Background: an optimization exercise with open tools, aiming at small area, a short achievable clock period and few clock cycles per item. Do not read the settings as production practice.
Where RTL was checked, it was by simulation tests only, not by an equivalence proof against the original.
No functional check of the RTL was part of run 1.
Power is estimated from default activity; no workload was simulated.

==> flow/design.v (outline; a module is shown in full before it is edited, if it fits) <==
// module fp_mul_pipe: 2482 lines
// module fp_fa: 4 lines
// module fp_ha: 4 lines
module fp_mul_pipe
#(
  parameter int EXP_W = 8,
  parameter int MAN_W = 23,
  localparam int W = 1 + EXP_W + MAN_W
) (
  input  logic         clk,
  input  logic         reset,
  input  logic         in_valid,
  output logic         in_ready,
  input  logic         rnd_mode,
  input  logic [W-1:0] a,
  input  logic [W-1:0] b,
  output logic         out_valid,
  input  logic         out_ready,
  output logic [W-1:0] c,
  output logic         ovf,
  output logic         unf,
  output logic         inv
);
  // ...
==> flow/flow/run.sh <==
#!/bin/bash
# Layout flow: the standard ORFS flow (standard.sh, unchanged synthesis),
# with port buffers of a plain small buffer cell instead of the default
# choice, and timing repair allowed to change cell footprints.
set -euo pipefail
bash standard.sh \
  MATCH_CELL_FOOTPRINT=0 \
  BUFFER_PORTS_ARGS="-buffer_cell sky130_fd_sc_hd__buf_2" \
  finish > standard.log 2>&1
==> flow/standard.sh <==
#!/bin/bash
# synth_recipe.tcl (not shown) runs the flow's synth.tcl, then flattens the netlist and writes it again
# the make line also repeats each setting of config.mk as NAME=value (left out here)
make -C /OpenROAD-flow-scripts/flow DESIGN_CONFIG=/design/flow/config.mk WORK_HOME=/design/flow/orfs CLKGATE_MAP_FILE= SYNTH_SCRIPT=/design/flow/synth_recipe.tcl "${@:-finish}"
==> flow/config.mk <==
export PLATFORM = sky130hd
export DESIGN_NAME = fp_mul_pipe
export DESIGN_NICKNAME = fp_mul_pipe
export VERILOG_FILES = /design/flow/design.v
export SDC_FILE = /design/flow/constraint.sdc
export NUM_CORES = 4
export LEC_CHECK = 0
export ABC_AREA = 0
export CAP_MARGIN = 20
export CORE_MARGIN = 2
export CORE_UTILIZATION = 40
export CTS_BUF_LIST = sky130_fd_sc_hd__clkbuf_8 sky130_fd_sc_hd__clkbuf_16
export SETUP_SLACK_MARGIN = 4.0
export SLEW_MARGIN = 20
export SYNTH_HIERARCHICAL = 1
export SYNTH_MINIMUM_KEEP_SIZE = 0
==> flow/constraint.sdc <==
create_clock -name core_clock -period 8.5 [get_ports {clk}]
set_input_delay 1.7000 -clock core_clock [delete_from_list [all_inputs] [get_ports {clk}]]
set_output_delay 1.7000 -clock core_clock [all_outputs]
set_load 0.01 [all_outputs]
==> results.txt, run 1 <==
- Slew Limit Headroom: 20.3%
- Power Density: 444 mW/mm2
- Fin util: 46.7%
- Post-DP HPWL: 38.3 mm
- Synth top area share: 27.2%
- Max cap viols: 0
- CP max stage delay: 430 ps
- Synth Area in Simple Gates: 6.00%
- Hold Slack: 418 ps
- Critical-path top delay cell: a221o_2
- Design area: 0.0239 mm2
- Worst VDD drop: 0.225 mV
- Multi-input gate area: 0.0150 mm2
- FMAX: 207 MHz
- Setup CP Type: flop to flop
- CTS clk-pin slew, worst paths: 80 ps
- Die W: 232 um
- Hold depth: 0
- Crit path buf inv count: 5
- Outcome: finished clean
- Primary FF master, synth: edfxtp_1
- Clk root buf: clkbuf_16
- Worst Hold Class: flop to flop
- WP depth: 23
- NonClk Buf Share: 6.66%
- Die area: 0.0538 mm2
- Pwr top: combinational cells
==> inputs of run 2 (changes only) <==
--- a/flow/design.v
+++ b/flow/design.v
@@ -45,32 +45,34 @@
 );
   logic en, vld1, vld2, vld3;
   logic [22:0] am, bm;
+  logic [22:0] amn;
+  assign am = ~amn;
   logic s0, m0, inv0, zero0, vld0;
   logic [9:0] e0;
-  logic bo0;
-  logic bt0;
-  logic bo1;
-  logic bt1;
-  logic bo2;
-  logic bt2;
-  logic bo3;
-  logic bt3;
-  logic bo4;
-  logic bt4;
-  logic bo5;
-  logic bt5;
-  logic bo6;
-  logic bt6;
-  logic bo7;
-  logic bt7;
-  logic bo8;
-  logic bt8;
-  logic bo9;
-  logic bt9;
-  logic bo10;
-  logic bt10;
-  logic bo11;
-  logic bt11;
+  logic bo0n;
+  logic bt0n;
+  logic bo1n;
+  logic bt1n;
+  logic bo2n;
+  logic bt2n;
+  logic bo3n;
+  logic bt3n;
+  logic bo4n;
+  logic bt4n;
+  logic bo5n;
+  logic bt5n;
+  logic bo6n;
+  logic bt6n;
+  logic bo7n;
+  logic bt7n;
+  logic bo8n;
+  logic bt8n;
+  logic bo9n;
+  logic bt9n;
+  logic bo10n;
+  logic bt10n;
+  logic bo11n;
+  logic bt11n;
   assign en       = !vld2 | out_ready;
   assign in_ready = en;
   assign out_valid = vld2;
@@ -1213,328 +1215,328 @@
   assign bo11_d = b[22] ^ b[21];
   assign bt11_d = (1'b1 & ~b[22] & ~b[21]) | (~1'b1 & b[22] & b[21]);
   assign bn0 = bm[1];
-  assign pp1 = ((bo0 & am[0])) ^ bn0;
-  assign pp2 = ((bo0 & am[1]) | (bt0 & am[0])) ^ bn0;
-  assign pp3 = ((bo0 & am[2]) | (bt0 & am[1])) ^ bn0;
-  assign pp4 = ((bo0 & am[3]) | (bt0 & am[2])) ^ bn0;
-  assign pp5 = ((bo0 & am[4]) | (bt0 & am[3])) ^ bn0;
-  assign pp6 = ((bo0 & am[5]) | (bt0 & am[4])) ^ bn0;
-  assign pp7 = ((bo0 & am[6]) | (bt0 & am[5])) ^ bn0;
-  assign pp8 = ((bo0 & am[7]) | (bt0 & am[6])) ^ bn0;
-  assign pp9 = ((bo0 & am[8]) | (bt0 & am[7])) ^ bn0;
-  assign pp10 = ((bo0 & am[9]) | (bt0 & am[8])) ^ bn0;
-  assign pp11 = ((bo0 & am[10]) | (bt0 & am[9])) ^ bn0;
-  assign pp12 = ((bo0 & am[11]) | (bt0 & am[10])) ^ bn0;
-  assign pp13 = ((bo0 & am[12]) | (bt0 & am[11])) ^ bn0;
-  assign pp14 = ((bo0 & am[13]) | (bt0 & am[12])) ^ bn0;
-  assign pp15 = ((bo0 & am[14]) | (bt0 & am[13])) ^ bn0;
-  assign pp16 = ((bo0 & am[15]) | (bt0 & am[14])) ^ bn0;
-  assign pp17 = ((bo0 & am[16]) | (bt0 & am[15])) ^ bn0;
-  assign pp18 = ((bo0 & am[17]) | (bt0 & am[16])) ^ bn0;
-  assign pp19 = ((bo0 & am[18]) | (bt0 & am[17])) ^ bn0;
-  assign pp20 = ((bo0 & am[19]) | (bt0 & am[18])) ^ bn0;
-  assign pp21 = ((bo0 & am[20]) | (bt0 & am[19])) ^ bn0;
-  assign pp22 = ((bo0 & am[21]) | (bt0 & am[20])) ^ bn0;
-  assign pp23 = ((bo0 & am[22]) | (bt0 & am[21])) ^ bn0;
-  assign pp24 = ((bo0 & 1'b1) | (bt0 & am[22])) ^ bn0;
-  assign pp25 = ((bt0 & 1'b1)) ^ bn0;
+  assign pp1 = ~((bo0n | amn[0])) ^ bn0;
+  assign pp2 = ~((bo0n | amn[1]) & (bt0n | amn[0])) ^ bn0;
+  assign pp3 = ~((bo0n | amn[2]) & (bt0n | amn[1])) ^ bn0;
+  assign pp4 = ~((bo0n | amn[3]) & (bt0n | amn[2])) ^ bn0;
+  assign pp5 = ~((bo0n | amn[4]) & (bt0n | amn[3])) ^ bn0;
+  assign pp6 = ~((bo0n | amn[5]) & (bt0n | amn[4])) ^ bn0;
+  assign pp7 = ~((bo0n | amn[6]) & (bt0n | amn[5])) ^ bn0;
+  assign pp8 = ~((bo0n | amn[7]) & (bt0n | amn[6])) ^ bn0;
+  assign pp9 = ~((bo0n | amn[8]) & (bt0n | amn[7])) ^ bn0;
+  assign pp10 = ~((bo0n | amn[9]) & (bt0n | amn[8])) ^ bn0;
+  assign pp11 = ~((bo0n | amn[10]) & (bt0n | amn[9])) ^ bn0;
+  assign pp12 = ~((bo0n | amn[11]) & (bt0n | amn[10])) ^ bn0;
+  assign pp13 = ~((bo0n | amn[12]) & (bt0n | amn[11])) ^ bn0;
+  assign pp14 = ~((bo0n | amn[13]) & (bt0n | amn[12])) ^ bn0;
+  assign pp15 = ~((bo0n | amn[14]) & (bt0n | amn[13])) ^ bn0;
+  assign pp16 = ~((bo0n | amn[15]) & (bt0n | amn[14])) ^ bn0;
+  assign pp17 = ~((bo0n | amn[16]) & (bt0n | amn[15])) ^ bn0;
+  assign pp18 = ~((bo0n | amn[17]) & (bt0n | amn[16])) ^ bn0;
+  assign pp19 = ~((bo0n | amn[18]) & (bt0n | amn[17])) ^ bn0;
+  assign pp20 = ~((bo0n | amn[19]) & (bt0n | amn[18])) ^ bn0;
+  assign pp21 = ~((bo0n | amn[20]) & (bt0n | amn[19])) ^ bn0;
+  assign pp22 = ~((bo0n | amn[21]) & (bt0n | amn[20])) ^ bn0;
+  assign pp23 = ~((bo0n | amn[22]) & (bt0n | amn[21])) ^ bn0;
+  assign pp24 = ~((bo0n | 1'b0) & (bt0n | amn[22])) ^ bn0;
+  assign pp25 = ~((bt0n | 1'b0)) ^ bn0;
   assign ns26 = ~bn0;
   assign bn1 = bm[3];
-  assign pp27 = ((bo1 & am[0])) ^ bn1;
-  assign pp28 = ((bo1 & am[1]) | (bt1 & am[0])) ^ bn1;
-  assign pp29 = ((bo1 & am[2]) | (bt1 & am[1])) ^ bn1;
-  assign pp30 = ((bo1 & am[3]) | (bt1 & am[2])) ^ bn1;
-  assign pp31 = ((bo1 & am[4]) | (bt1 & am[3])) ^ bn1;
-  assign pp32 = ((bo1 & am[5]) | (bt1 & am[4])) ^ bn1;
-  assign pp33 = ((bo1 & am[6]) | (bt1 & am[5])) ^ bn1;
-  assign pp34 = ((bo1 & am[7]) | (bt1 & am[6])) ^ bn1;
-  assign pp35 = ((bo1 & am[8]) | (bt1 & am[7])) ^ bn1;
-  assign pp36 = ((bo1 & am[9]) | (bt1 & am[8])) ^ bn1;
-  assign pp37 = ((bo1 & am[10]) | (bt1 & am[9])) ^ bn1;
-  assign pp38 = ((bo1 & am[11]) | (bt1 & am[10])) ^ bn1;
-  assign pp39 = ((bo1 & am[12]) | (bt1 & am[11])) ^ bn1;
-  assign pp40 = ((bo1 & am[13]) | (bt1 & am[12])) ^ bn1;
-  assign pp41 = ((bo1 & am[14]) | (bt1 & am[13])) ^ bn1;
-  assign pp42 = ((bo1 & am[15]) | (bt1 & am[14])) ^ bn1;
-  assign pp43 = ((bo1 & am[16]) | (bt1 & am[15])) ^ bn1;
-  assign pp44 = ((bo1 & am[17]) | (bt1 & am[16])) ^ bn1;
-  assign pp45 = ((bo1 & am[18]) | (bt1 & am[17])) ^ bn1;
-  assign pp46 = ((bo1 & am[19]) | (bt1 & am[18])) ^ bn1;
-  assign pp47 = ((bo1 & am[20]) | (bt1 & am[19])) ^ bn1;
-  assign pp48 = ((bo1 & am[21]) | (bt1 & am[20])) ^ bn1;
-  assign pp49 = ((bo1 & am[22]) | (bt1 & am[21])) ^ bn1;
-  assign pp50 = ((bo1 & 1'b1) | (bt1 & am[22])) ^ bn1;
-  assign pp51 = ((bt1 & 1'b1)) ^ bn1;
+  assign pp27 = ~((bo1n | amn[0])) ^ bn1;
+  assign pp28 = ~((bo1n | amn[1]) & (bt1n | amn[0])) ^ bn1;
+  assign pp29 = ~((bo1n | amn[2]) & (bt1n | amn[1])) ^ bn1;
+  assign pp30 = ~((bo1n | amn[3]) & (bt1n | amn[2])) ^ bn1;
+  assign pp31 = ~((bo1n | amn[4]) & (bt1n | amn[3])) ^ bn1;
+  assign pp32 = ~((bo1n | amn[5]) & (bt1n | amn[4])) ^ bn1;
+  assign pp33 = ~((bo1n | amn[6]) & (bt1n | amn[5])) ^ bn1;
+  assign pp34 = ~((bo1n | amn[7]) & (bt1n | amn[6])) ^ bn1;
+  assign pp35 = ~((bo1n | amn[8]) & (bt1n | amn[7])) ^ bn1;
+  assign pp36 = ~((bo1n | amn[9]) & (bt1n | amn[8])) ^ bn1;
+  assign pp37 = ~((bo1n | amn[10]) & (bt1n | amn[9])) ^ bn1;
+  assign pp38 = ~((bo1n | amn[11]) & (bt1n | amn[10])) ^ bn1;
+  assign pp39 = ~((bo1n | amn[12]) & (bt1n | amn[11])) ^ bn1;
+  assign pp40 = ~((bo1n | amn[13]) & (bt1n | amn[12])) ^ bn1;
+  assign pp41 = ~((bo1n | amn[14]) & (bt1n | amn[13])) ^ bn1;
+  assign pp42 = ~((bo1n | amn[15]) & (bt1n | amn[14])) ^ bn1;
+  assign pp43 = ~((bo1n | amn[16]) & (bt1n | amn[15])) ^ bn1;
+  assign pp44 = ~((bo1n | amn[17]) & (bt1n | amn[16])) ^ bn1;
+  assign pp45 = ~((bo1n | amn[18]) & (bt1n | amn[17])) ^ bn1;
+  assign pp46 = ~((bo1n | amn[19]) & (bt1n | amn[18])) ^ bn1;
+  assign pp47 = ~((bo1n | amn[20]) & (bt1n | amn[19])) ^ bn1;
+  assign pp48 = ~((bo1n | amn[21]) & (bt1n | amn[20])) ^ bn1;
+  assign pp49 = ~((bo1n | amn[22]) & (bt1n | amn[21])) ^ bn1;
+  assign pp50 = ~((bo1n | 1'b0) & (bt1n | amn[22])) ^ bn1;
+  assign pp51 = ~((bt1n | 1'b0)) ^ bn1;
   assign ns52 = ~bn1;
   assign bn2 = bm[5];
-  assign pp53 = ((bo2 & am[0])) ^ bn2;
-  assign pp54 = ((bo2 & am[1]) | (bt2 & am[0])) ^ bn2;
-  assign pp55 = ((bo2 & am[2]) | (bt2 & am[1])) ^ bn2;
-  assign pp56 = ((bo2 & am[3]) | (bt2 & am[2])) ^ bn2;
-  assign pp57 = ((bo2 & am[4]) | (bt2 & am[3])) ^ bn2;
-  assign pp58 = ((bo2 & am[5]) | (bt2 & am[4])) ^ bn2;
-  assign pp59 = ((bo2 & am[6]) | (bt2 & am[5])) ^ bn2;
-  assign pp60 = ((bo2 & am[7]) | (bt2 & am[6])) ^ bn2;
-  assign pp61 = ((bo2 & am[8]) | (bt2 & am[7])) ^ bn2;
-  assign pp62 = ((bo2 & am[9]) | (bt2 & am[8])) ^ bn2;
-  assign pp63 = ((bo2 & am[10]) | (bt2 & am[9])) ^ bn2;
-  assign pp64 = ((bo2 & am[11]) | (bt2 & am[10])) ^ bn2;
-  assign pp65 = ((bo2 & am[12]) | (bt2 & am[11])) ^ bn2;
-  assign pp66 = ((bo2 & am[13]) | (bt2 & am[12])) ^ bn2;
-  assign pp67 = ((bo2 & am[14]) | (bt2 & am[13])) ^ bn2;
-  assign pp68 = ((bo2 & am[15]) | (bt2 & am[14])) ^ bn2;
-  assign pp69 = ((bo2 & am[16]) | (bt2 & am[15])) ^ bn2;
-  assign pp70 = ((bo2 & am[17]) | (bt2 & am[16])) ^ bn2;
-  assign pp71 = ((bo2 & am[18]) | (bt2 & am[17])) ^ bn2;
-  assign pp72 = ((bo2 & am[19]) | (bt2 & am[18])) ^ bn2;
-  assign pp73 = ((bo2 & am[20]) | (bt2 & am[19])) ^ bn2;
-  assign pp74 = ((bo2 & am[21]) | (bt2 & am[20])) ^ bn2;
-  assign pp75 = ((bo2 & am[22]) | (bt2 & am[21])) ^ bn2;
-  assign pp76 = ((bo2 & 1'b1) | (bt2 & am[22])) ^ bn2;
-  assign pp77 = ((bt2 & 1'b1)) ^ bn2;
+  assign pp53 = ~((bo2n | amn[0])) ^ bn2;
+  assign pp54 = ~((bo2n | amn[1]) & (bt2n | amn[0])) ^ bn2;
+  assign pp55 = ~((bo2n | amn[2]) & (bt2n | amn[1])) ^ bn2;
+  assign pp56 = ~((bo2n | amn[3]) & (bt2n | amn[2])) ^ bn2;
+  assign pp57 = ~((bo2n | amn[4]) & (bt2n | amn[3])) ^ bn2;
+  assign pp58 = ~((bo2n | amn[5]) & (bt2n | amn[4])) ^ bn2;
+  assign pp59 = ~((bo2n | amn[6]) & (bt2n | amn[5])) ^ bn2;
+  assign pp60 = ~((bo2n | amn[7]) & (bt2n | amn[6])) ^ bn2;
+  assign pp61 = ~((bo2n | amn[8]) & (bt2n | amn[7])) ^ bn2;
+  assign pp62 = ~((bo2n | amn[9]) & (bt2n | amn[8])) ^ bn2;
+  assign pp63 = ~((bo2n | amn[10]) & (bt2n | amn[9])) ^ bn2;
+  assign pp64 = ~((bo2n | amn[11]) & (bt2n | amn[10])) ^ bn2;
+  assign pp65 = ~((bo2n | amn[12]) & (bt2n | amn[11])) ^ bn2;
+  assign pp66 = ~((bo2n | amn[13]) & (bt2n | amn[12])) ^ bn2;
+  assign pp67 = ~((bo2n | amn[14]) & (bt2n | amn[13])) ^ bn2;
+  assign pp68 = ~((bo2n | amn[15]) & (bt2n | amn[14])) ^ bn2;
+  assign pp69 = ~((bo2n | amn[16]) & (bt2n | amn[15])) ^ bn2;
+  assign pp70 = ~((bo2n | amn[17]) & (bt2n | amn[16])) ^ bn2;
+  assign pp71 = ~((bo2n | amn[18]) & (bt2n | amn[17])) ^ bn2;
+  assign pp72 = ~((bo2n | amn[19]) & (bt2n | amn[18])) ^ bn2;
+  assign pp73 = ~((bo2n | amn[20]) & (bt2n | amn[19])) ^ bn2;
+  assign pp74 = ~((bo2n | amn[21]) & (bt2n | amn[20])) ^ bn2;
+  assign pp75 = ~((bo2n | amn[22]) & (bt2n | amn[21])) ^ bn2;
+  assign pp76 = ~((bo2n | 1'b0) & (bt2n | amn[22])) ^ bn2;
+  assign pp77 = ~((bt2n | 1'b0)) ^ bn2;
   assign ns78 = ~bn2;
   assign bn3 = bm[7];
-  assign pp79 = ((bo3 & am[0])) ^ bn3;
-  assign pp80 = ((bo3 & am[1]) | (bt3 & am[0])) ^ bn3;
-  assign pp81 = ((bo3 & am[2]) | (bt3 & am[1])) ^ bn3;
-  assign pp82 = ((bo3 & am[3]) | (bt3 & am[2])) ^ bn3;
-  assign pp83 = ((bo3 & am[4]) | (bt3 & am[3])) ^ bn3;
-  assign pp84 = ((bo3 & am[5]) | (bt3 & am[4])) ^ bn3;
-  assign pp85 = ((bo3 & am[6]) | (bt3 & am[5])) ^ bn3;
-  assign pp86 = ((bo3 & am[7]) | (bt3 & am[6])) ^ bn3;
-  assign pp87 = ((bo3 & am[8]) | (bt3 & am[7])) ^ bn3;
-  assign pp88 = ((bo3 & am[9]) | (bt3 & am[8])) ^ bn3;
-  assign pp89 = ((bo3 & am[10]) | (bt3 & am[9])) ^ bn3;
-  assign pp90 = ((bo3 & am[11]) | (bt3 & am[10])) ^ bn3;
-  assign pp91 = ((bo3 & am[12]) | (bt3 & am[11])) ^ bn3;
-  assign pp92 = ((bo3 & am[13]) | (bt3 & am[12])) ^ bn3;
-  assign pp93 = ((bo3 & am[14]) | (bt3 & am[13])) ^ bn3;
-  assign pp94 = ((bo3 & am[15]) | (bt3 & am[14])) ^ bn3;
-  assign pp95 = ((bo3 & am[16]) | (bt3 & am[15])) ^ bn3;
-  assign pp96 = ((bo3 & am[17]) | (bt3 & am[16])) ^ bn3;
-  assign pp97 = ((bo3 & am[18]) | (bt3 & am[17])) ^ bn3;
-  assign pp98 = ((bo3 & am[19]) | (bt3 & am[18])) ^ bn3;
-  assign pp99 = ((bo3 & am[20]) | (bt3 & am[19])) ^ bn3;
-  assign pp100 = ((bo3 & am[21]) | (bt3 & am[20])) ^ bn3;
-  assign pp101 = ((bo3 & am[22]) | (bt3 & am[21])) ^ bn3;
-  assign pp102 = ((bo3 & 1'b1) | (bt3 & am[22])) ^ bn3;
-  assign pp103 = ((bt3 & 1'b1)) ^ bn3;
+  assign pp79 = ~((bo3n | amn[0])) ^ bn3;
+  assign pp80 = ~((bo3n | amn[1]) & (bt3n | amn[0])) ^ bn3;
+  assign pp81 = ~((bo3n | amn[2]) & (bt3n | amn[1])) ^ bn3;
+  assign pp82 = ~((bo3n | amn[3]) & (bt3n | amn[2])) ^ bn3;
+  assign pp83 = ~((bo3n | amn[4]) & (bt3n | amn[3])) ^ bn3;
+  assign pp84 = ~((bo3n | amn[5]) & (bt3n | amn[4])) ^ bn3;
+  assign pp85 = ~((bo3n | amn[6]) & (bt3n | amn[5])) ^ bn3;
+  assign pp86 = ~((bo3n | amn[7]) & (bt3n | amn[6])) ^ bn3;
+  assign pp87 = ~((bo3n | amn[8]) & (bt3n | amn[7])) ^ bn3;
+  assign pp88 = ~((bo3n | amn[9]) & (bt3n | amn[8])) ^ bn3;
+  assign pp89 = ~((bo3n | amn[10]) & (bt3n | amn[9])) ^ bn3;
+  assign pp90 = ~((bo3n | amn[11]) & (bt3n | amn[10])) ^ bn3;
+  assign pp91 = ~((bo3n | amn[12]) & (bt3n | amn[11])) ^ bn3;
+  assign pp92 = ~((bo3n | amn[13]) & (bt3n | amn[12])) ^ bn3;
+  assign pp93 = ~((bo3n | amn[14]) & (bt3n | amn[13])) ^ bn3;
+  assign pp94 = ~((bo3n | amn[15]) & (bt3n | amn[14])) ^ bn3;
+  assign pp95 = ~((bo3n | amn[16]) & (bt3n | amn[15])) ^ bn3;
+  assign pp96 = ~((bo3n | amn[17]) & (bt3n | amn[16])) ^ bn3;
+  assign pp97 = ~((bo3n | amn[18]) & (bt3n | amn[17])) ^ bn3;
+  assign pp98 = ~((bo3n | amn[19]) & (bt3n | amn[18])) ^ bn3;
+  assign pp99 = ~((bo3n | amn[20]) & (bt3n | amn[19])) ^ bn3;
+  assign pp100 = ~((bo3n | amn[21]) & (bt3n | amn[20])) ^ bn3;
+  assign pp101 = ~((bo3n | amn[22]) & (bt3n | amn[21])) ^ bn3;
+  assign pp102 = ~((bo3n | 1'b0) & (bt3n | amn[22])) ^ bn3;
+  assign pp103 = ~((bt3n | 1'b0)) ^ bn3;
   assign ns104 = ~bn3;
   assign bn4 = bm[9];
-  assign pp105 = ((bo4 & am[0])) ^ bn4;
-  assign pp106 = ((bo4 & am[1]) | (bt4 & am[0])) ^ bn4;
-  assign pp107 = ((bo4 & am[2]) | (bt4 & am[1])) ^ bn4;
-  assign pp108 = ((bo4 & am[3]) | (bt4 & am[2])) ^ bn4;
-  assign pp109 = ((bo4 & am[4]) | (bt4 & am[3])) ^ bn4;
-  assign pp110 = ((bo4 & am[5]) | (bt4 & am[4])) ^ bn4;
-  assign pp111 = ((bo4 & am[6]) | (bt4 & am[5])) ^ bn4;
-  assign pp112 = ((bo4 & am[7]) | (bt4 & am[6])) ^ bn4;
-  assign pp113 = ((bo4 & am[8]) | (bt4 & am[7])) ^ bn4;
-  assign pp114 = ((bo4 & am[9]) | (bt4 & am[8])) ^ bn4;
-  assign pp115 = ((bo4 & am[10]) | (bt4 & am[9])) ^ bn4;
-  assign pp116 = ((bo4 & am[11]) | (bt4 & am[10])) ^ bn4;
-  assign pp117 = ((bo4 & am[12]) | (bt4 & am[11])) ^ bn4;
-  assign pp118 = ((bo4 & am[13]) | (bt4 & am[12])) ^ bn4;
-  assign pp119 = ((bo4 & am[14]) | (bt4 & am[13])) ^ bn4;
-  assign pp120 = ((bo4 & am[15]) | (bt4 & am[14])) ^ bn4;
-  assign pp121 = ((bo4 & am[16]) | (bt4 & am[15])) ^ bn4;
-  assign pp122 = ((bo4 & am[17]) | (bt4 & am[16])) ^ bn4;
-  assign pp123 = ((bo4 & am[18]) | (bt4 & am[17])) ^ bn4;
-  assign pp124 = ((bo4 & am[19]) | (bt4 & am[18])) ^ bn4;
-  assign pp125 = ((bo4 & am[20]) | (bt4 & am[19])) ^ bn4;
-  assign pp126 = ((bo4 & am[21]) | (bt4 & am[20])) ^ bn4;
-  assign pp127 = ((bo4 & am[22]) | (bt4 & am[21])) ^ bn4;
-  assign pp128 = ((bo4 & 1'b1) | (bt4 & am[22])) ^ bn4;
-  assign pp129 = ((bt4 & 1'b1)) ^ bn4;
+  assign pp105 = ~((bo4n | amn[0])) ^ bn4;
+  assign pp106 = ~((bo4n | amn[1]) & (bt4n | amn[0])) ^ bn4;
+  assign pp107 = ~((bo4n | amn[2]) & (bt4n | amn[1])) ^ bn4;
+  assign pp108 = ~((bo4n | amn[3]) & (bt4n | amn[2])) ^ bn4;
+  assign pp109 = ~((bo4n | amn[4]) & (bt4n | amn[3])) ^ bn4;
+  assign pp110 = ~((bo4n | amn[5]) & (bt4n | amn[4])) ^ bn4;
+  assign pp111 = ~((bo4n | amn[6]) & (bt4n | amn[5])) ^ bn4;
+  assign pp112 = ~((bo4n | amn[7]) & (bt4n | amn[6])) ^ bn4;
+  assign pp113 = ~((bo4n | amn[8]) & (bt4n | amn[7])) ^ bn4;
+  assign pp114 = ~((bo4n | amn[9]) & (bt4n | amn[8])) ^ bn4;
+  assign pp115 = ~((bo4n | amn[10]) & (bt4n | amn[9])) ^ bn4;
+  assign pp116 = ~((bo4n | amn[11]) & (bt4n | amn[10])) ^ bn4;
+  assign pp117 = ~((bo4n | amn[12]) & (bt4n | amn[11])) ^ bn4;
+  assign pp118 = ~((bo4n | amn[13]) & (bt4n | amn[12])) ^ bn4;
+  assign pp119 = ~((bo4n | amn[14]) & (bt4n | amn[13])) ^ bn4;
+  assign pp120 = ~((bo4n | amn[15]) & (bt4n | amn[14])) ^ bn4;
+  assign pp121 = ~((bo4n | amn[16]) & (bt4n | amn[15])) ^ bn4;
+  assign pp122 = ~((bo4n | amn[17]) & (bt4n | amn[16])) ^ bn4;
+  assign pp123 = ~((bo4n | amn[18]) & (bt4n | amn[17])) ^ bn4;
+  assign pp124 = ~((bo4n | amn[19]) & (bt4n | amn[18])) ^ bn4;
+  assign pp125 = ~((bo4n | amn[20]) & (bt4n | amn[19])) ^ bn4;
+  assign pp126 = ~((bo4n | amn[21]) & (bt4n | amn[20])) ^ bn4;
+  assign pp127 = ~((bo4n | amn[22]) & (bt4n | amn[21])) ^ bn4;
+  assign pp128 = ~((bo4n | 1'b0) & (bt4n | amn[22])) ^ bn4;
+  assign pp129 = ~((bt4n | 1'b0)) ^ bn4;
   assign ns130 = ~bn4;
   assign bn5 = bm[11];
-  assign pp131 = ((bo5 & am[0])) ^ bn5;
-  assign pp132 = ((bo5 & am[1]) | (bt5 & am[0])) ^ bn5;
-  assign pp133 = ((bo5 & am[2]) | (bt5 & am[1])) ^ bn5;
-  assign pp134 = ((bo5 & am[3]) | (bt5 & am[2])) ^ bn5;
-  assign pp135 = ((bo5 & am[4]) | (bt5 & am[3])) ^ bn5;
-  assign pp136 = ((bo5 & am[5]) | (bt5 & am[4])) ^ bn5;
-  assign pp137 = ((bo5 & am[6]) | (bt5 & am[5])) ^ bn5;
-  assign pp138 = ((bo5 & am[7]) | (bt5 & am[6])) ^ bn5;
-  assign pp139 = ((bo5 & am[8]) | (bt5 & am[7])) ^ bn5;
-  assign pp140 = ((bo5 & am[9]) | (bt5 & am[8])) ^ bn5;
-  assign pp141 = ((bo5 & am[10]) | (bt5 & am[9])) ^ bn5;
-  assign pp142 = ((bo5 & am[11]) | (bt5 & am[10])) ^ bn5;
-  assign pp143 = ((bo5 & am[12]) | (bt5 & am[11])) ^ bn5;
-  assign pp144 = ((bo5 & am[13]) | (bt5 & am[12])) ^ bn5;
-  assign pp145 = ((bo5 & am[14]) | (bt5 & am[13])) ^ bn5;
-  assign pp146 = ((bo5 & am[15]) | (bt5 & am[14])) ^ bn5;
-  assign pp147 = ((bo5 & am[16]) | (bt5 & am[15])) ^ bn5;
-  assign pp148 = ((bo5 & am[17]) | (bt5 & am[16])) ^ bn5;
-  assign pp149 = ((bo5 & am[18]) | (bt5 & am[17])) ^ bn5;
-  assign pp150 = ((bo5 & am[19]) | (bt5 & am[18])) ^ bn5;
-  assign pp151 = ((bo5 & am[20]) | (bt5 & am[19])) ^ bn5;
-  assign pp152 = ((bo5 & am[21]) | (bt5 & am[20])) ^ bn5;
-  assign pp153 = ((bo5 & am[22]) | (bt5 & am[21])) ^ bn5;
-  assign pp154 = ((bo5 & 1'b1) | (bt5 & am[22])) ^ bn5;
-  assign pp155 = ((bt5 & 1'b1)) ^ bn5;
+  assign pp131 = ~((bo5n | amn[0])) ^ bn5;
+  assign pp132 = ~((bo5n | amn[1]) & (bt5n | amn[0])) ^ bn5;
+  assign pp133 = ~((bo5n | amn[2]) & (bt5n | amn[1])) ^ bn5;
+  assign pp134 = ~((bo5n | amn[3]) & (bt5n | amn[2])) ^ bn5;
+  assign pp135 = ~((bo5n | amn[4]) & (bt5n | amn[3])) ^ bn5;
+  assign pp136 = ~((bo5n | amn[5]) & (bt5n | amn[4])) ^ bn5;
+  assign pp137 = ~((bo5n | amn[6]) & (bt5n | amn[5])) ^ bn5;
+  assign pp138 = ~((bo5n | amn[7]) & (bt5n | amn[6])) ^ bn5;
+  assign pp139 = ~((bo5n | amn[8]) & (bt5n | amn[7])) ^ bn5;
+  assign pp140 = ~((bo5n | amn[9]) & (bt5n | amn[8])) ^ bn5;
+  assign pp141 = ~((bo5n | amn[10]) & (bt5n | amn[9])) ^ bn5;
+  assign pp142 = ~((bo5n | amn[11]) & (bt5n | amn[10])) ^ bn5;
+  assign pp143 = ~((bo5n | amn[12]) & (bt5n | amn[11])) ^ bn5;
+  assign pp144 = ~((bo5n | amn[13]) & (bt5n | amn[12])) ^ bn5;
+  assign pp145 = ~((bo5n | amn[14]) & (bt5n | amn[13])) ^ bn5;
+  assign pp146 = ~((bo5n | amn[15]) & (bt5n | amn[14])) ^ bn5;
+  assign pp147 = ~((bo5n | amn[16]) & (bt5n | amn[15])) ^ bn5;
+  assign pp148 = ~((bo5n | amn[17]) & (bt5n | amn[16])) ^ bn5;
+  assign pp149 = ~((bo5n | amn[18]) & (bt5n | amn[17])) ^ bn5;
+  assign pp150 = ~((bo5n | amn[19]) & (bt5n | amn[18])) ^ bn5;
+  assign pp151 = ~((bo5n | amn[20]) & (bt5n | amn[19])) ^ bn5;
+  assign pp152 = ~((bo5n | amn[21]) & (bt5n | amn[20])) ^ bn5;
+  assign pp153 = ~((bo5n | amn[22]) & (bt5n | amn[21])) ^ bn5;
+  assign pp154 = ~((bo5n | 1'b0) & (bt5n | amn[22])) ^ bn5;
+  assign pp155 = ~((bt5n | 1'b0)) ^ bn5;
   assign ns156 = ~bn5;
   assign bn6 = bm[13];
-  assign pp157 = ((bo6 & am[0])) ^ bn6;
-  assign pp158 = ((bo6 & am[1]) | (bt6 & am[0])) ^ bn6;
-  assign pp159 = ((bo6 & am[2]) | (bt6 & am[1])) ^ bn6;
-  assign pp160 = ((bo6 & am[3]) | (bt6 & am[2])) ^ bn6;
-  assign pp161 = ((bo6 & am[4]) | (bt6 & am[3])) ^ bn6;
-  assign pp162 = ((bo6 & am[5]) | (bt6 & am[4])) ^ bn6;
-  assign pp163 = ((bo6 & am[6]) | (bt6 & am[5])) ^ bn6;
-  assign pp164 = ((bo6 & am[7]) | (bt6 & am[6])) ^ bn6;
-  assign pp165 = ((bo6 & am[8]) | (bt6 & am[7])) ^ bn6;
-  assign pp166 = ((bo6 & am[9]) | (bt6 & am[8])) ^ bn6;
-  assign pp167 = ((bo6 & am[10]) | (bt6 & am[9])) ^ bn6;
-  assign pp168 = ((bo6 & am[11]) | (bt6 & am[10])) ^ bn6;
-  assign pp169 = ((bo6 & am[12]) | (bt6 & am[11])) ^ bn6;
-  assign pp170 = ((bo6 & am[13]) | (bt6 & am[12])) ^ bn6;
-  assign pp171 = ((bo6 & am[14]) | (bt6 & am[13])) ^ bn6;
-  assign pp172 = ((bo6 & am[15]) | (bt6 & am[14])) ^ bn6;
-  assign pp173 = ((bo6 & am[16]) | (bt6 & am[15])) ^ bn6;
-  assign pp174 = ((bo6 & am[17]) | (bt6 & am[16])) ^ bn6;
-  assign pp175 = ((bo6 & am[18]) | (bt6 & am[17])) ^ bn6;
-  assign pp176 = ((bo6 & am[19]) | (bt6 & am[18])) ^ bn6;
-  assign pp177 = ((bo6 & am[20]) | (bt6 & am[19])) ^ bn6;
-  assign pp178 = ((bo6 & am[21]) | (bt6 & am[20])) ^ bn6;
-  assign pp179 = ((bo6 & am[22]) | (bt6 & am[21])) ^ bn6;
-  assign pp180 = ((bo6 & 1'b1) | (bt6 & am[22])) ^ bn6;
-  assign pp181 = ((bt6 & 1'b1)) ^ bn6;
+  assign pp157 = ~((bo6n | amn[0])) ^ bn6;
+  assign pp158 = ~((bo6n | amn[1]) & (bt6n | amn[0])) ^ bn6;
+  assign pp159 = ~((bo6n | amn[2]) & (bt6n | amn[1])) ^ bn6;
+  assign pp160 = ~((bo6n | amn[3]) & (bt6n | amn[2])) ^ bn6;
+  assign pp161 = ~((bo6n | amn[4]) & (bt6n | amn[3])) ^ bn6;
+  assign pp162 = ~((bo6n | amn[5]) & (bt6n | amn[4])) ^ bn6;
+  assign pp163 = ~((bo6n | amn[6]) & (bt6n | amn[5])) ^ bn6;
+  assign pp164 = ~((bo6n | amn[7]) & (bt6n | amn[6])) ^ bn6;
+  assign pp165 = ~((bo6n | amn[8]) & (bt6n | amn[7])) ^ bn6;
+  assign pp166 = ~((bo6n | amn[9]) & (bt6n | amn[8])) ^ bn6;
+  assign pp167 = ~((bo6n | amn[10]) & (bt6n | amn[9])) ^ bn6;
+  assign pp168 = ~((bo6n | amn[11]) & (bt6n | amn[10])) ^ bn6;
+  assign pp169 = ~((bo6n | amn[12]) & (bt6n | amn[11])) ^ bn6;
+  assign pp170 = ~((bo6n | amn[13]) & (bt6n | amn[12])) ^ bn6;
+  assign pp171 = ~((bo6n | amn[14]) & (bt6n | amn[13])) ^ bn6;
+  assign pp172 = ~((bo6n | amn[15]) & (bt6n | amn[14])) ^ bn6;
+  assign pp173 = ~((bo6n | amn[16]) & (bt6n | amn[15])) ^ bn6;
+  assign pp174 = ~((bo6n | amn[17]) & (bt6n | amn[16])) ^ bn6;
+  assign pp175 = ~((bo6n | amn[18]) & (bt6n | amn[17])) ^ bn6;
+  assign pp176 = ~((bo6n | amn[19]) & (bt6n | amn[18])) ^ bn6;
+  assign pp177 = ~((bo6n | amn[20]) & (bt6n | amn[19])) ^ bn6;
+  assign pp178 = ~((bo6n | amn[21]) & (bt6n | amn[20])) ^ bn6;
+  assign pp179 = ~((bo6n | amn[22]) & (bt6n | amn[21])) ^ bn6;
+  assign pp180 = ~((bo6n | 1'b0) & (bt6n | amn[22])) ^ bn6;
+  assign pp181 = ~((bt6n | 1'b0)) ^ bn6;
   assign ns182 = ~bn6;
   assign bn7 = bm[15];
-  assign pp183 = ((bo7 & am[0])) ^ bn7;
-  assign pp184 = ((bo7 & am[1]) | (bt7 & am[0])) ^ bn7;
-  assign pp185 = ((bo7 & am[2]) | (bt7 & am[1])) ^ bn7;
-  assign pp186 = ((bo7 & am[3]) | (bt7 & am[2])) ^ bn7;
-  assign pp187 = ((bo7 & am[4]) | (bt7 & am[3])) ^ bn7;
-  assign pp188 = ((bo7 & am[5]) | (bt7 & am[4])) ^ bn7;
-  assign pp189 = ((bo7 & am[6]) | (bt7 & am[5])) ^ bn7;
-  assign pp190 = ((bo7 & am[7]) | (bt7 & am[6])) ^ bn7;
-  assign pp191 = ((bo7 & am[8]) | (bt7 & am[7])) ^ bn7;
-  assign pp192 = ((bo7 & am[9]) | (bt7 & am[8])) ^ bn7;
-  assign pp193 = ((bo7 & am[10]) | (bt7 & am[9])) ^ bn7;
-  assign pp194 = ((bo7 & am[11]) | (bt7 & am[10])) ^ bn7;
-  assign pp195 = ((bo7 & am[12]) | (bt7 & am[11])) ^ bn7;
-  assign pp196 = ((bo7 & am[13]) | (bt7 & am[12])) ^ bn7;
-  assign pp197 = ((bo7 & am[14]) | (bt7 & am[13])) ^ bn7;
-  assign pp198 = ((bo7 & am[15]) | (bt7 & am[14])) ^ bn7;
-  assign pp199 = ((bo7 & am[16]) | (bt7 & am[15])) ^ bn7;
-  assign pp200 = ((bo7 & am[17]) | (bt7 & am[16])) ^ bn7;
-  assign pp201 = ((bo7 & am[18]) | (bt7 & am[17])) ^ bn7;
-  assign pp202 = ((bo7 & am[19]) | (bt7 & am[18])) ^ bn7;
-  assign pp203 = ((bo7 & am[20]) | (bt7 & am[19])) ^ bn7;
-  assign pp204 = ((bo7 & am[21]) | (bt7 & am[20])) ^ bn7;
-  assign pp205 = ((bo7 & am[22]) | (bt7 & am[21])) ^ bn7;
-  assign pp206 = ((bo7 & 1'b1) | (bt7 & am[22])) ^ bn7;
-  assign pp207 = ((bt7 & 1'b1)) ^ bn7;
+  assign pp183 = ~((bo7n | amn[0])) ^ bn7;
+  assign pp184 = ~((bo7n | amn[1]) & (bt7n | amn[0])) ^ bn7;
+  assign pp185 = ~((bo7n | amn[2]) & (bt7n | amn[1])) ^ bn7;
+  assign pp186 = ~((bo7n | amn[3]) & (bt7n | amn[2])) ^ bn7;
+  assign pp187 = ~((bo7n | amn[4]) & (bt7n | amn[3])) ^ bn7;
+  assign pp188 = ~((bo7n | amn[5]) & (bt7n | amn[4])) ^ bn7;
+  assign pp189 = ~((bo7n | amn[6]) & (bt7n | amn[5])) ^ bn7;
+  assign pp190 = ~((bo7n | amn[7]) & (bt7n | amn[6])) ^ bn7;
+  assign pp191 = ~((bo7n | amn[8]) & (bt7n | amn[7])) ^ bn7;
+  assign pp192 = ~((bo7n | amn[9]) & (bt7n | amn[8])) ^ bn7;
+  assign pp193 = ~((bo7n | amn[10]) & (bt7n | amn[9])) ^ bn7;
+  assign pp194 = ~((bo7n | amn[11]) & (bt7n | amn[10])) ^ bn7;
+  assign pp195 = ~((bo7n | amn[12]) & (bt7n | amn[11])) ^ bn7;
+  assign pp196 = ~((bo7n | amn[13]) & (bt7n | amn[12])) ^ bn7;
+  assign pp197 = ~((bo7n | amn[14]) & (bt7n | amn[13])) ^ bn7;
+  assign pp198 = ~((bo7n | amn[15]) & (bt7n | amn[14])) ^ bn7;
+  assign pp199 = ~((bo7n | amn[16]) & (bt7n | amn[15])) ^ bn7;
+  assign pp200 = ~((bo7n | amn[17]) & (bt7n | amn[16])) ^ bn7;
+  assign pp201 = ~((bo7n | amn[18]) & (bt7n | amn[17])) ^ bn7;
+  assign pp202 = ~((bo7n | amn[19]) & (bt7n | amn[18])) ^ bn7;
+  assign pp203 = ~((bo7n | amn[20]) & (bt7n | amn[19])) ^ bn7;
+  assign pp204 = ~((bo7n | amn[21]) & (bt7n | amn[20])) ^ bn7;
+  assign pp205 = ~((bo7n | amn[22]) & (bt7n | amn[21])) ^ bn7;
+  assign pp206 = ~((bo7n | 1'b0) & (bt7n | amn[22])) ^ bn7;
+  assign pp207 = ~((bt7n | 1'b0)) ^ bn7;
   assign ns208 = ~bn7;
   assign bn8 = bm[17];
-  assign pp209 = ((bo8 & am[0])) ^ bn8;
-  assign pp210 = ((bo8 & am[1]) | (bt8 & am[0])) ^ bn8;
-  assign pp211 = ((bo8 & am[2]) | (bt8 & am[1])) ^ bn8;
-  assign pp212 = ((bo8 & am[3]) | (bt8 & am[2])) ^ bn8;
-  assign pp213 = ((bo8 & am[4]) | (bt8 & am[3])) ^ bn8;
-  assign pp214 = ((bo8 & am[5]) | (bt8 & am[4])) ^ bn8;
-  assign pp215 = ((bo8 & am[6]) | (bt8 & am[5])) ^ bn8;
-  assign pp216 = ((bo8 & am[7]) | (bt8 & am[6])) ^ bn8;
-  assign pp217 = ((bo8 & am[8]) | (bt8 & am[7])) ^ bn8;
-  assign pp218 = ((bo8 & am[9]) | (bt8 & am[8])) ^ bn8;
-  assign pp219 = ((bo8 & am[10]) | (bt8 & am[9])) ^ bn8;
-  assign pp220 = ((bo8 & am[11]) | (bt8 & am[10])) ^ bn8;
-  assign pp221 = ((bo8 & am[12]) | (bt8 & am[11])) ^ bn8;
-  assign pp222 = ((bo8 & am[13]) | (bt8 & am[12])) ^ bn8;
-  assign pp223 = ((bo8 & am[14]) | (bt8 & am[13])) ^ bn8;
-  assign pp224 = ((bo8 & am[15]) | (bt8 & am[14])) ^ bn8;
-  assign pp225 = ((bo8 & am[16]) | (bt8 & am[15])) ^ bn8;
-  assign pp226 = ((bo8 & am[17]) | (bt8 & am[16])) ^ bn8;
-  assign pp227 = ((bo8 & am[18]) | (bt8 & am[17])) ^ bn8;
-  assign pp228 = ((bo8 & am[19]) | (bt8 & am[18])) ^ bn8;
-  assign pp229 = ((bo8 & am[20]) | (bt8 & am[19])) ^ bn8;
-  assign pp230 = ((bo8 & am[21]) | (bt8 & am[20])) ^ bn8;
-  assign pp231 = ((bo8 & am[22]) | (bt8 & am[21])) ^ bn8;
-  assign pp232 = ((bo8 & 1'b1) | (bt8 & am[22])) ^ bn8;
-  assign pp233 = ((bt8 & 1'b1)) ^ bn8;
+  assign pp209 = ~((bo8n | amn[0])) ^ bn8;
+  assign pp210 = ~((bo8n | amn[1]) & (bt8n | amn[0])) ^ bn8;
+  assign pp211 = ~((bo8n | amn[2]) & (bt8n | amn[1])) ^ bn8;
+  assign pp212 = ~((bo8n | amn[3]) & (bt8n | amn[2])) ^ bn8;
+  assign pp213 = ~((bo8n | amn[4]) & (bt8n | amn[3])) ^ bn8;
+  assign pp214 = ~((bo8n | amn[5]) & (bt8n | amn[4])) ^ bn8;
+  assign pp215 = ~((bo8n | amn[6]) & (bt8n | amn[5])) ^ bn8;
+  assign pp216 = ~((bo8n | amn[7]) & (bt8n | amn[6])) ^ bn8;
+  assign pp217 = ~((bo8n | amn[8]) & (bt8n | amn[7])) ^ bn8;
+  assign pp218 = ~((bo8n | amn[9]) & (bt8n | amn[8])) ^ bn8;
+  assign pp219 = ~((bo8n | amn[10]) & (bt8n | amn[9])) ^ bn8;
+  assign pp220 = ~((bo8n | amn[11]) & (bt8n | amn[10])) ^ bn8;
+  assign pp221 = ~((bo8n | amn[12]) & (bt8n | amn[11])) ^ bn8;
+  assign pp222 = ~((bo8n | amn[13]) & (bt8n | amn[12])) ^ bn8;
+  assign pp223 = ~((bo8n | amn[14]) & (bt8n | amn[13])) ^ bn8;
+  assign pp224 = ~((bo8n | amn[15]) & (bt8n | amn[14])) ^ bn8;
+  assign pp225 = ~((bo8n | amn[16]) & (bt8n | amn[15])) ^ bn8;
+  assign pp226 = ~((bo8n | amn[17]) & (bt8n | amn[16])) ^ bn8;
+  assign pp227 = ~((bo8n | amn[18]) & (bt8n | amn[17])) ^ bn8;
+  assign pp228 = ~((bo8n | amn[19]) & (bt8n | amn[18])) ^ bn8;
+  assign pp229 = ~((bo8n | amn[20]) & (bt8n | amn[19])) ^ bn8;
+  assign pp230 = ~((bo8n | amn[21]) & (bt8n | amn[20])) ^ bn8;
+  assign pp231 = ~((bo8n | amn[22]) & (bt8n | amn[21])) ^ bn8;
+  assign pp232 = ~((bo8n | 1'b0) & (bt8n | amn[22])) ^ bn8;
+  assign pp233 = ~((bt8n | 1'b0)) ^ bn8;
   assign ns234 = ~bn8;
   assign bn9 = bm[19];
-  assign pp235 = ((bo9 & am[0])) ^ bn9;
-  assign pp236 = ((bo9 & am[1]) | (bt9 & am[0])) ^ bn9;
-  assign pp237 = ((bo9 & am[2]) | (bt9 & am[1])) ^ bn9;
-  assign pp238 = ((bo9 & am[3]) | (bt9 & am[2])) ^ bn9;
-  assign pp239 = ((bo9 & am[4]) | (bt9 & am[3])) ^ bn9;
-  assign pp240 = ((bo9 & am[5]) | (bt9 & am[4])) ^ bn9;
-  assign pp241 = ((bo9 & am[6]) | (bt9 & am[5])) ^ bn9;
-  assign pp242 = ((bo9 & am[7]) | (bt9 & am[6])) ^ bn9;
-  assign pp243 = ((bo9 & am[8]) | (bt9 & am[7])) ^ bn9;
-  assign pp244 = ((bo9 & am[9]) | (bt9 & am[8])) ^ bn9;
-  assign pp245 = ((bo9 & am[10]) | (bt9 & am[9])) ^ bn9;
-  assign pp246 = ((bo9 & am[11]) | (bt9 & am[10])) ^ bn9;
-  assign pp247 = ((bo9 & am[12]) | (bt9 & am[11])) ^ bn9;
-  assign pp248 = ((bo9 & am[13]) | (bt9 & am[12])) ^ bn9;
-  assign pp249 = ((bo9 & am[14]) | (bt9 & am[13])) ^ bn9;
-  assign pp250 = ((bo9 & am[15]) | (bt9 & am[14])) ^ bn9;
-  assign pp251 = ((bo9 & am[16]) | (bt9 & am[15])) ^ bn9;
-  assign pp252 = ((bo9 & am[17]) | (bt9 & am[16])) ^ bn9;
-  assign pp253 = ((bo9 & am[18]) | (bt9 & am[17])) ^ bn9;
-  assign pp254 = ((bo9 & am[19]) | (bt9 & am[18])) ^ bn9;
-  assign pp255 = ((bo9 & am[20]) | (bt9 & am[19])) ^ bn9;
-  assign pp256 = ((bo9 & am[21]) | (bt9 & am[20])) ^ bn9;
-  assign pp257 = ((bo9 & am[22]) | (bt9 & am[21])) ^ bn9;
-  assign pp258 = ((bo9 & 1'b1) | (bt9 & am[22])) ^ bn9;
-  assign pp259 = ((bt9 & 1'b1)) ^ bn9;
+  assign pp235 = ~((bo9n | amn[0])) ^ bn9;
+  assign pp236 = ~((bo9n | amn[1]) & (bt9n | amn[0])) ^ bn9;
+  assign pp237 = ~((bo9n | amn[2]) & (bt9n | amn[1])) ^ bn9;
+  assign pp238 = ~((bo9n | amn[3]) & (bt9n | amn[2])) ^ bn9;
+  assign pp239 = ~((bo9n | amn[4]) & (bt9n | amn[3])) ^ bn9;
+  assign pp240 = ~((bo9n | amn[5]) & (bt9n | amn[4])) ^ bn9;
+  assign pp241 = ~((bo9n | amn[6]) & (bt9n | amn[5])) ^ bn9;
+  assign pp242 = ~((bo9n | amn[7]) & (bt9n | amn[6])) ^ bn9;
+  assign pp243 = ~((bo9n | amn[8]) & (bt9n | amn[7])) ^ bn9;
+  assign pp244 = ~((bo9n | amn[9]) & (bt9n | amn[8])) ^ bn9;
+  assign pp245 = ~((bo9n | amn[10]) & (bt9n | amn[9])) ^ bn9;
+  assign pp246 = ~((bo9n | amn[11]) & (bt9n | amn[10])) ^ bn9;
+  assign pp247 = ~((bo9n | amn[12]) & (bt9n | amn[11])) ^ bn9;
+  assign pp248 = ~((bo9n | amn[13]) & (bt9n | amn[12])) ^ bn9;
+  assign pp249 = ~((bo9n | amn[14]) & (bt9n | amn[13])) ^ bn9;
+  assign pp250 = ~((bo9n | amn[15]) & (bt9n | amn[14])) ^ bn9;
+  assign pp251 = ~((bo9n | amn[16]) & (bt9n | amn[15])) ^ bn9;
+  assign pp252 = ~((bo9n | amn[17]) & (bt9n | amn[16])) ^ bn9;
+  assign pp253 = ~((bo9n | amn[18]) & (bt9n | amn[17])) ^ bn9;
+  assign pp254 = ~((bo9n | amn[19]) & (bt9n | amn[18])) ^ bn9;
+  assign pp255 = ~((bo9n | amn[20]) & (bt9n | amn[19])) ^ bn9;
+  assign pp256 = ~((bo9n | amn[21]) & (bt9n | amn[20])) ^ bn9;
+  assign pp257 = ~((bo9n | amn[22]) & (bt9n | amn[21])) ^ bn9;
+  assign pp258 = ~((bo9n | 1'b0) & (bt9n | amn[22])) ^ bn9;
+  assign pp259 = ~((bt9n | 1'b0)) ^ bn9;
   assign ns260 = ~bn9;
   assign bn10 = bm[21];
-  assign pp261 = ((bo10 & am[0])) ^ bn10;
-  assign pp262 = ((bo10 & am[1]) | (bt10 & am[0])) ^ bn10;
-  assign pp263 = ((bo10 & am[2]) | (bt10 & am[1])) ^ bn10;
-  assign pp264 = ((bo10 & am[3]) | (bt10 & am[2])) ^ bn10;
-  assign pp265 = ((bo10 & am[4]) | (bt10 & am[3])) ^ bn10;
-  assign pp266 = ((bo10 & am[5]) | (bt10 & am[4])) ^ bn10;
-  assign pp267 = ((bo10 & am[6]) | (bt10 & am[5])) ^ bn10;
-  assign pp268 = ((bo10 & am[7]) | (bt10 & am[6])) ^ bn10;
-  assign pp269 = ((bo10 & am[8]) | (bt10 & am[7])) ^ bn10;
-  assign pp270 = ((bo10 & am[9]) | (bt10 & am[8])) ^ bn10;
-  assign pp271 = ((bo10 & am[10]) | (bt10 & am[9])) ^ bn10;
-  assign pp272 = ((bo10 & am[11]) | (bt10 & am[10])) ^ bn10;
-  assign pp273 = ((bo10 & am[12]) | (bt10 & am[11])) ^ bn10;
-  assign pp274 = ((bo10 & am[13]) | (bt10 & am[12])) ^ bn10;
-  assign pp275 = ((bo10 & am[14]) | (bt10 & am[13])) ^ bn10;
-  assign pp276 = ((bo10 & am[15]) | (bt10 & am[14])) ^ bn10;
-  assign pp277 = ((bo10 & am[16]) | (bt10 & am[15])) ^ bn10;
-  assign pp278 = ((bo10 & am[17]) | (bt10 & am[16])) ^ bn10;
-  assign pp279 = ((bo10 & am[18]) | (bt10 & am[17])) ^ bn10;
-  assign pp280 = ((bo10 & am[19]) | (bt10 & am[18])) ^ bn10;
-  assign pp281 = ((bo10 & am[20]) | (bt10 & am[19])) ^ bn10;
-  assign pp282 = ((bo10 & am[21]) | (bt10 & am[20])) ^ bn10;
-  assign pp283 = ((bo10 & am[22]) | (bt10 & am[21])) ^ bn10;
-  assign pp284 = ((bo10 & 1'b1) | (bt10 & am[22])) ^ bn10;
-  assign pp285 = ((bt10 & 1'b1)) ^ bn10;
+  assign pp261 = ~((bo10n | amn[0])) ^ bn10;
+  assign pp262 = ~((bo10n | amn[1]) & (bt10n | amn[0])) ^ bn10;
+  assign pp263 = ~((bo10n | amn[2]) & (bt10n | amn[1])) ^ bn10;
+  assign pp264 = ~((bo10n | amn[3]) & (bt10n | amn[2])) ^ bn10;
+  assign pp265 = ~((bo10n | amn[4]) & (bt10n | amn[3])) ^ bn10;
+  assign pp266 = ~((bo10n | amn[5]) & (bt10n | amn[4])) ^ bn10;
+  assign pp267 = ~((bo10n | amn[6]) & (bt10n | amn[5])) ^ bn10;
+  assign pp268 = ~((bo10n | amn[7]) & (bt10n | amn[6])) ^ bn10;
+  assign pp269 = ~((bo10n | amn[8]) & (bt10n | amn[7])) ^ bn10;
+  assign pp270 = ~((bo10n | amn[9]) & (bt10n | amn[8])) ^ bn10;
+  assign pp271 = ~((bo10n | amn[10]) & (bt10n | amn[9])) ^ bn10;
+  assign pp272 = ~((bo10n | amn[11]) & (bt10n | amn[10])) ^ bn10;
+  assign pp273 = ~((bo10n | amn[12]) & (bt10n | amn[11])) ^ bn10;
+  assign pp274 = ~((bo10n | amn[13]) & (bt10n | amn[12])) ^ bn10;
+  assign pp275 = ~((bo10n | amn[14]) & (bt10n | amn[13])) ^ bn10;
+  assign pp276 = ~((bo10n | amn[15]) & (bt10n | amn[14])) ^ bn10;
+  assign pp277 = ~((bo10n | amn[16]) & (bt10n | amn[15])) ^ bn10;
+  assign pp278 = ~((bo10n | amn[17]) & (bt10n | amn[16])) ^ bn10;
+  assign pp279 = ~((bo10n | amn[18]) & (bt10n | amn[17])) ^ bn10;
+  assign pp280 = ~((bo10n | amn[19]) & (bt10n | amn[18])) ^ bn10;
+  assign pp281 = ~((bo10n | amn[20]) & (bt10n | amn[19])) ^ bn10;
+  assign pp282 = ~((bo10n | amn[21]) & (bt10n | amn[20])) ^ bn10;
+  assign pp283 = ~((bo10n | amn[22]) & (bt10n | amn[21])) ^ bn10;
+  assign pp284 = ~((bo10n | 1'b0) & (bt10n | amn[22])) ^ bn10;
+  assign pp285 = ~((bt10n | 1'b0)) ^ bn10;
   assign ns286 = ~bn10;
   assign bn11 = 1'b1;
-  assign pp287 = ((bo11 & am[0])) ^ bn11;
-  assign pp288 = ((bo11 & am[1]) | (bt11 & am[0])) ^ bn11;
-  assign pp289 = ((bo11 & am[2]) | (bt11 & am[1])) ^ bn11;
-  assign pp290 = ((bo11 & am[3]) | (bt11 & am[2])) ^ bn11;
-  assign pp291 = ((bo11 & am[4]) | (bt11 & am[3])) ^ bn11;
-  assign pp292 = ((bo11 & am[5]) | (bt11 & am[4])) ^ bn11;
-  assign pp293 = ((bo11 & am[6]) | (bt11 & am[5])) ^ bn11;
-  assign pp294 = ((bo11 & am[7]) | (bt11 & am[6])) ^ bn11;
-  assign pp295 = ((bo11 & am[8]) | (bt11 & am[7])) ^ bn11;
-  assign pp296 = ((bo11 & am[9]) | (bt11 & am[8])) ^ bn11;
-  assign pp297 = ((bo11 & am[10]) | (bt11 & am[9])) ^ bn11;
-  assign pp298 = ((bo11 & am[11]) | (bt11 & am[10])) ^ bn11;
-  assign pp299 = ((bo11 & am[12]) | (bt11 & am[11])) ^ bn11;
-  assign pp300 = ((bo11 & am[13]) | (bt11 & am[12])) ^ bn11;
-  assign pp301 = ((bo11 & am[14]) | (bt11 & am[13])) ^ bn11;
-  assign pp302 = ((bo11 & am[15]) | (bt11 & am[14])) ^ bn11;
-  assign pp303 = ((bo11 & am[16]) | (bt11 & am[15])) ^ bn11;
-  assign pp304 = ((bo11 & am[17]) | (bt11 & am[16])) ^ bn11;
-  assign pp305 = ((bo11 & am[18]) | (bt11 & am[17])) ^ bn11;
-  assign pp306 = ((bo11 & am[19]) | (bt11 & am[18])) ^ bn11;
-  assign pp307 = ((bo11 & am[20]) | (bt11 & am[19])) ^ bn11;
-  assign pp308 = ((bo11 & am[21]) | (bt11 & am[20])) ^ bn11;
-  assign pp309 = ((bo11 & am[22]) | (bt11 & am[21])) ^ bn11;
-  assign pp310 = ((bo11 & 1'b1) | (bt11 & am[22])) ^ bn11;
-  assign pp311 = ((bt11 & 1'b1)) ^ bn11;
+  assign pp287 = ~((bo11n | amn[0])) ^ bn11;
+  assign pp288 = ~((bo11n | amn[1]) & (bt11n | amn[0])) ^ bn11;
+  assign pp289 = ~((bo11n | amn[2]) & (bt11n | amn[1])) ^ bn11;
+  assign pp290 = ~((bo11n | amn[3]) & (bt11n | amn[2])) ^ bn11;
+  assign pp291 = ~((bo11n | amn[4]) & (bt11n | amn[3])) ^ bn11;
+  assign pp292 = ~((bo11n | amn[5]) & (bt11n | amn[4])) ^ bn11;
+  assign pp293 = ~((bo11n | amn[6]) & (bt11n | amn[5])) ^ bn11;
+  assign pp294 = ~((bo11n | amn[7]) & (bt11n | amn[6])) ^ bn11;
+  assign pp295 = ~((bo11n | amn[8]) & (bt11n | amn[7])) ^ bn11;
+  assign pp296 = ~((bo11n | amn[9]) & (bt11n | amn[8])) ^ bn11;
+  assign pp297 = ~((bo11n | amn[10]) & (bt11n | amn[9])) ^ bn11;
+  assign pp298 = ~((bo11n | amn[11]) & (bt11n | amn[10])) ^ bn11;
+  assign pp299 = ~((bo11n | amn[12]) & (bt11n | amn[11])) ^ bn11;
+  assign pp300 = ~((bo11n | amn[13]) & (bt11n | amn[12])) ^ bn11;
+  assign pp301 = ~((bo11n | amn[14]) & (bt11n | amn[13])) ^ bn11;
+  assign pp302 = ~((bo11n | amn[15]) & (bt11n | amn[14])) ^ bn11;
+  assign pp303 = ~((bo11n | amn[16]) & (bt11n | amn[15])) ^ bn11;
+  assign pp304 = ~((bo11n | amn[17]) & (bt11n | amn[16])) ^ bn11;
+  assign pp305 = ~((bo11n | amn[18]) & (bt11n | amn[17])) ^ bn11;
+  assign pp306 = ~((bo11n | amn[19]) & (bt11n | amn[18])) ^ bn11;
+  assign pp307 = ~((bo11n | amn[20]) & (bt11n | amn[19])) ^ bn11;
+  assign pp308 = ~((bo11n | amn[21]) & (bt11n | amn[20])) ^ bn11;
+  assign pp309 = ~((bo11n | amn[22]) & (bt11n | amn[21])) ^ bn11;
+  assign pp310 = ~((bo11n | 1'b0) & (bt11n | amn[22])) ^ bn11;
+  assign pp311 = ~((bt11n | 1'b0)) ^ bn11;
   assign ns312 = ~bn11;
   fp_ha u_hs313 (.a(bn8), .b(pp17), .s(hs313), .co(hc314));
   fp_ha u_hs315 (.a(pp18), .b(pp42), .s(hs315), .co(hc316));
@@ -1922,36 +1924,36 @@
     else if (en) vld0 <= in_valid;
   end
   always_ff @(posedge clk) if (en) begin
-    am <= a[22:0]; bm <= b[22:0];
+    amn <= ~a[22:0]; bm <= b[22:0];
     s0 <= a[31] ^ b[31]; m0 <= rnd_mode;
     inv0 <= (&a[30:23]) | (&b[30:23]);
     zero0 <= ~(|a[30:23]) | ~(|b[30:23]);
     e0 <= eb_s;
     st0 <= st_d;
-    bo0 <= bo0_d;
-    bt0 <= bt0_d;
-    bo1 <= bo1_d;
-    bt1 <= bt1_d;
-    bo2 <= bo2_d;
-    bt2 <= bt2_d;
-    bo3 <= bo3_d;
-    bt3 <= bt3_d;
-    bo4 <= bo4_d;
-    bt4 <= bt4_d;
-    bo5 <= bo5_d;
-    bt5 <= bt5_d;
-    bo6 <= bo6_d;
-    bt6 <= bt6_d;
-    bo7 <= bo7_d;
-    bt7 <= bt7_d;
-    bo8 <= bo8_d;
-    bt8 <= bt8_d;
-    bo9 <= bo9_d;
-    bt9 <= bt9_d;
-    bo10 <= bo10_d;
-    bt10 <= bt10_d;
-    bo11 <= bo11_d;
-    bt11 <= bt11_d;
+    bo0n <= ~bo0_d;
+    bt0n <= ~bt0_d;
+    bo1n <= ~bo1_d;
+    bt1n <= ~bt1_d;
+    bo2n <= ~bo2_d;
+    bt2n <= ~bt2_d;
+    bo3n <= ~bo3_d;
+    bt3n <= ~bt3_d;
+    bo4n <= ~bo4_d;
+    bt4n <= ~bt4_d;
+    bo5n <= ~bo5_d;
+    bt5n <= ~bt5_d;
+    bo6n <= ~bo6_d;
+    bt6n <= ~bt6_d;
+    bo7n <= ~bo7_d;
+    bt7n <= ~bt7_d;
+    bo8n <= ~bo8_d;
+    bt8n <= ~bt8_d;
+    bo9n <= ~bo9_d;
+    bt9n <= ~bt9_d;
+    bo10n <= ~bo10_d;
+    bt10n <= ~bt10_d;
+    bo11n <= ~bo11_d;
+    bt11n <= ~bt11_d;
   end
   logic s1, m1, inv1, zero1;
   logic [9:0] e1;
--- a/flow/config.mk
+++ b/flow/config.mk
@@ -5,7 +5,7 @@
 export SDC_FILE = /design/flow/constraint.sdc
 export NUM_CORES = 4
 export LEC_CHECK = 0
-export ABC_AREA = 0
+export ABC_AREA = 1
 export CAP_MARGIN = 20
 export CORE_MARGIN = 2
 export CORE_UTILIZATION = 40
==> results.txt, run 2 <==
- Post-route ant nets: 0
- First-pass GRT wire length: 88.7 mm
- Number of I/O pins: 106
- Final Slew Violations: 0
- Final worst-path cycle share: 51.1%
- CP Launch Type: flop
- Fin. Hold Viols: 0
- Hold Slack: 414 ps (-4.28 ps)
- Latest clock arrival within the worst-skew pair: 500 ps
- # setup viols final: 0
- Sequential fraction of the synthesis area: 27.4%
- Slew Limit Headroom: 20.9% (+0.57 points)
- Final Skew: 24.7 ps
- Leak: 9.74 nW
- # DRC: 0
- Tot GR Track Use: 21.2%
- Initial DRC count: 1,216
- Reg-to-reg endpoint: r1_28_1
- Synth top cells by count: 285 x xor2_1, 265 x fa_1, 243 x o22ai_1, 226 x nand2_1, 188 x edfxtp_1
- Synthesized instance count: 2,026
- Max reg flops: 32
- Post-DP HPWL: 38.4 mm (+0.11%)
- Crit path DAT: 4580 ps
- Primary FF master, synth: edfxtp_1
- Die W: 232 um (+0.21%)
- Worst Path Required: 8740 ps
- Synth top area share: 27.1% (-0.11 points)
- Placer congestion estimate: 0.855
- Largest area contributor in the netlist: edfxtp_1
- Power Density: 421 mW/mm2 (-5.1%)
- N_diodes: 0
- Unrepaired setup endpoints after global routing: false
- Via count: 15,600
- Max cap viols: 0 (unchanged)
- Number of global-route vias before repair: 16,100
- Most numerous cell in the Yosys netlist: xor2_1
- Row Count: 83
- Final #Nets: 2,524
- Minimum clock period: 4340 ps
- EDFF count, synth: 188
- Most frequent cells in the layout: 285 x xor2_1, 265 x fa_1, 243 x o22ai_1
- Worst VDD drop: 0.243 mV (+8.1%)
- Commonest non-fill, non-tap cell in the layout: xor2_1
- Hold Buf Count CTS: 0
- CTS clk-pin slew, worst paths: 80 ps (about the same)
- Synth warnings: 7
- Setup crit end: r1_28_1
- First-pass DRT Iterations: 5
- Biggest regs: c_q (32), amn (23), bm (11)
- Final WL: 56.4 mm
- Setup crit end kind: flop
- Core box area: 0.0514 mm2
- Clk root buf: clkbuf_16
- Worst-margin pin slew: 1190 ps
- Crit path from: amn[15]
- FFs w/ async S/R, synth: 0%
- Port bufs: 105
- Outcome: finished clean
- CTS H-tree lvls: 4
- FMAX: 230 MHz (+11%)
- Die area: 0.0540 mm2 (+0.41%)
- Reg2Reg Depth: 7
- Cell Area, Synth: 0.0209 mm2
- Setup CP Type: flop to flop
- Area contributors post-synth: edfxtp_1 27%, fa_1 25%, xor2_1 12%
- Antenna violations before repair: 2
- Largest net degree at the start of global routing: 151
- Setup TNS: 0 ps
- Place WS: 3940 ps
- Via/cell ratio: 5.62
- Setup WS post-layout: 4160 ps
- Reg2Reg Setup Slack: 4160 ps
- Syn-to-layout area delta: 9.33%
- CTS Buffer Depth: 2
- GRT overflow: 0
- Critical path peak fanout: 23
- WL per Instance: 20.3 um
- Layout cell share with drive strength beyond 1: 12.3%
- CTS sink cnt: 191
- Mean area per synthesized cell: 10.3 um2
- Distinct cells, synth: 54
- Effective utilization at floorplan: 40.6%
- CTS tree: done
- Yosys reg bits: 191
- R2R Path Start: amn[15]
- Worst Hold Class: flop to flop
- TritonCTS buffer count: 17
- Most flops, register: c_q
- DIE HEIGHT: 232 um
run 2: changes by cell type in the layout (fill, tap and decap cells not counted), moves of 21 or more:
cell,delta
nand2_1,+170
xnor2_1,-260
nand3_1,+49
a22oi_1,-242
nor2_1,+34
a21o_1,-21
o22ai_1,+243
buf_4,-41
xor2_1,+249
o21ai_1,-28
inv_1,+136
run 2: worst min path at each step:
stage | startpoint | to | slack, ps | cells after the start
after detailed placement | e0[1] | e1[1] | 400 | 0
after CTS | e0[1] | e1[1] | 420 | 0
final | e0[1] | e1[1] | 410 | 0
after global placement | e0[2] | e1[2] | 400 | 0
after global routing | e0[2] | e1[2] | 420 | 0
after floorplan | e0[0] | e1[0] | 400 | 0
run 2: modules after synthesis, one instance, submodules excluded:
| module | copies in the design | cells | cell area, um2 | flip-flops and latches |
|---|---|---|---|---|
| fp_mul_pipe | 1 | 1683 | 14600 | 191 |
| fp_fa | 264 | 1 | 20.0 | 0 |
| fp_ha | 79 | 1 | 12.5 | 0 |
run 2: final cells by class:
cell class,instances,area [um2]
clock buffers,17,425
clock inverters,15,179
fillers,4821,28600
inverters,173,653
multi-input cells,1532,14000
flip-flops and latches,191,5710
well taps,680,851
repair buffers,164,1010
run 2: cells by family after synthesis:
group | share of synthesized area [%]
AND/OR/NAND/NOR | 10.2
buffers and inverters | 5.92
adder cells (fa/ha/maj) | 32.1
other | 0.0360
AO/OA/AOI/OAI | 10.9
multiplexers | 0.108
flip-flops | 27.4
XOR/XNOR | 13.4
run 2: critical path, cell delays in order (launching register included):
cell      delay, ps
edfxtp_1       1140
o22ai_1         250
xor2_1          230
fa_1            540
fa_1            490
fa_1            420
fa_1            590
fa_1            420
run 2: per-stage QoR:
step / total power [mW] / util (%) / std cells / area [um2]
after detailed placement: 8.70 / 42.9 / 2724 / 22000
final: 9.60 / 44.4 / 2772 / 22800
after floorplan: 6.89 / - / 2037 / 20900
after global routing: 10.7 / 44.4 / 2772 / 22800
after CTS: 9.59 / 44.1 / 2759 / 22700
after global placement: 8.53 / 42.9 / 2723 / 22000
run 2: what timing repair did:
action                                  4_1_cts  5_1_grt
endpoints found under the setup margin       14       30
gates resized for setup                       0        2
setup buffers                                 3       13
pin swaps                                     0        2
run 2: routing by layer:
layer  GRT usage, %  routed length [um]  part of all wire [%]  up-vias
li1               -                   -                     -     7007
met1           27.9               23800                    42     7647
met2           33.9               26300                    47      778
met3           4.48                4540                   8.0      150
met4           9.23                1740                   3.1        4
met5              0                  27                 0.048        -
run 2: power by group:
part | switching (mW) | internal [mW] | total [mW]
combinational | 4.06 | 2.84 | 6.90
sequential | 0.131 | 1.74 | 1.87
clock | 0.429 | 0.400 | 0.829
total | 4.62 | 4.98 | 9.60
Testbench counts of run 2, summed over its fixed seeds: cycles 16,024, items 16,000.
